From an optimization exercise on the open Yosys and OpenROAD flow, aimed at small area, a short achievable clock period and few clock cycles per item; shortcuts taken in it are not production practice.
Function was checked by simulation only, so behaviour that the tests miss may differ from the original.

// md_unit
module md_unit (
  input  logic        clk,
  input  logic        reset,
  input  logic        start,
  input  logic        flush,
  input  logic [3:0]  MD_op,
  input  logic [31:0] A,
  input  logic [31:0] B,
  output logic        busy,
  output logic        stall,
  output logic [31:0] HI,
  output logic [31:0] LO
);
Size in the first run: ~4600 cells after synthesis, roughly 190 flip-flops, about 140 I/O pins.
clock: 80.0 ns
lec_check: 0
cap_margin: 20
core_margin: 2
core_utilization: 55
slew_margin: 20
standard.sh (not shown) runs the stock make flow with config.mk's settings and CLKGATE_MAP_FILE= SYNTH_SCRIPT=/design/flow/synth_recipe.tcl, a recipe that flattens the netlist after the stock synthesis.
==> flow/flow/run.sh <==
#!/bin/bash
# Layout flow: the standard layout (standard.sh) with two changes:
#  - repair_timing runs with a larger setup margin, so that it also sizes
#    the short input-to-output path (start/MD_op -> stall), whose slack is
#    far above the standard margin;
#  - the port buffers are sky130_fd_sc_hd__buf_1 (the repair steps resize
#    them where needed).
# Constraints (clock period, I/O delays, output load) are the standard flow's, unchanged.
# Each step's full output goes to its own log file here and under orfs/logs.
set -euo pipefail
# standard synthesis, unchanged
bash standard.sh synth > log_synth.txt 2>&1
# the rest of the standard layout with the two settings above
sed 's/"\${@:-finish}"/SETUP_SLACK_MARGIN=48 "BUFFER_PORTS_ARGS=-buffer_cell sky130_fd_sc_hd__buf_1" "${@:-finish}"/' \
  standard.sh > standard_tuned.sh
grep -q 'SETUP_SLACK_MARGIN=48' standard_tuned.sh
bash standard_tuned.sh finish > log_layout.txt 2>&1
test -f out/final.def
The baseline passed the timing, DRC and antenna checks.
Testbench counts at the start, summed over its fixed seeds: cycles 3,919, ops 2,400.
Change:
Settings changed: CORE_UTILIZATION 55 to 65, PLACE_DENSITY set to 0.75.
After rerunning:
- The new run went through all stages and came out clean
- routed wire length shrinks by 3.6%
- worst setup slack degrades by 0.0068 ns
- final area went down by 0.52%
Change:
==> flow/run.sh (new file) <==
#!/bin/bash
# synth_recipe.tcl (not shown) runs the flow's synth.tcl, then flattens the netlist and writes it again
# the make line also repeats each setting of config.mk as NAME=value (left out here)
make -C /OpenROAD-flow-scripts/flow DESIGN_CONFIG=/design/flow/config.mk WORK_HOME=/design/flow/orfs CLKGATE_MAP_FILE= SYNTH_SCRIPT=/design/flow/synth_recipe.tcl finish
Settings changed: CORE_UTILIZATION 65 to 30, PLACE_DENSITY 0.75 to not set, SETUP_SLACK_MARGIN set to 4.
removed: flow/flow/run.sh
removed: flow/standard.sh
Effect: Count of clock-buffer cells in the layout does not change. Non-clock buffer count went down by 11. Design area went up by 5.1%. Setup slack loses 1.3 ns. Core utilization fell by 36 points.
Change:
==> flow/flow/run.sh (new file) <==
#!/bin/bash
# Layout flow: the standard layout (standard.sh) with two changes:
#  - repair_timing runs with a larger setup margin, so that it also sizes
#    the short input-to-output path (start/MD_op -> stall), whose slack is
#    far above the standard margin;
#  - the port buffers are sky130_fd_sc_hd__buf_1 (the repair steps resize
#    them where needed).
# Constraints (clock period, I/O delays, output load) are the standard flow's, unchanged.
# Each step's full output goes to its own log file here and under orfs/logs.
set -euo pipefail
# standard synthesis, unchanged
bash standard.sh synth > log_synth.txt 2>&1
# the rest of the standard layout with the two settings above
sed 's/"\${@:-finish}"/SETUP_SLACK_MARGIN=48 "BUFFER_PORTS_ARGS=-buffer_cell sky130_fd_sc_hd__buf_1" "${@:-finish}"/' \
  standard.sh > standard_tuned.sh
grep -q 'SETUP_SLACK_MARGIN=48' standard_tuned.sh
bash standard_tuned.sh finish > log_layout.txt 2>&1
test -f out/final.def
==> flow/standard.sh (new file) <==
#!/bin/bash
# synth_recipe.tcl (not shown) runs the flow's synth.tcl, then flattens the netlist and writes it again
# the make line also repeats each setting of config.mk as NAME=value (left out here)
make -C /OpenROAD-flow-scripts/flow DESIGN_CONFIG=/design/flow/config.mk WORK_HOME=/design/flow/orfs CLKGATE_MAP_FILE= SYNTH_SCRIPT=/design/flow/synth_recipe.tcl "${@:-finish}"
Settings changed: CORE_UTILIZATION 30 to 40, SETUP_SLACK_MARGIN 4 to not set.
removed: flow/run.sh
- count of clock-buffer cells in the layout falls by 2
- via count is lower slightly
- worst setup slack gets better by 1.3 ns
Change:
Settings changed: CORE_UTILIZATION 40 to 65, CTS_BUF_LIST set to sky130_fd_sc_hd__clkbuf_8, PLACE_DENSITY set to 0.75.
Result:
- cell area came out lower by 2.3%
- critical path depth does not change
- final cell count came out lower by 8.6%

afterwards: timing with drivers on the ports:
How much do the figures lean on ideal ports? The routed layouts below were timed once more, with nothing changed but the port constraints. Step 1, drivers: a clkbuf_16 drives clk and a buf_2 each remaining input, both assumed. Step 2 adds t to the input delays and takes it off the output delays; t is the mean of the earliest and latest rising clock arrival at the registers after step 1. Input paths then give back, and output paths get back, about the clock's delay inside the block. Three values: ideal, step 1, step 2; two values: the first two.
run | t, ns | slack for setup (ns) | worst setup path after step 2 | cell pins on the clock port's net
the first run | 0.545 | 47.431 / 47.386 / 47.386 | input to output | 1
the second run | 0.548 | 47.424 / 47.371 / 47.371 | input to output | 1
the third run | 0.586 | 46.092 / 46.017 / 46.017 | input to output | 1
the fourth run | 0.548 | 47.441 / 47.395 / 47.395 | input to output | 1
the fifth run | 0.601 | 47.425 / 47.373 / 47.373 | input to output | 1
After both steps setup and hold are still met in every run listed. For the third run, which loses most, drivers alone change the setup slack by -0.075 ns; drivers and shift together by -0.075 ns.
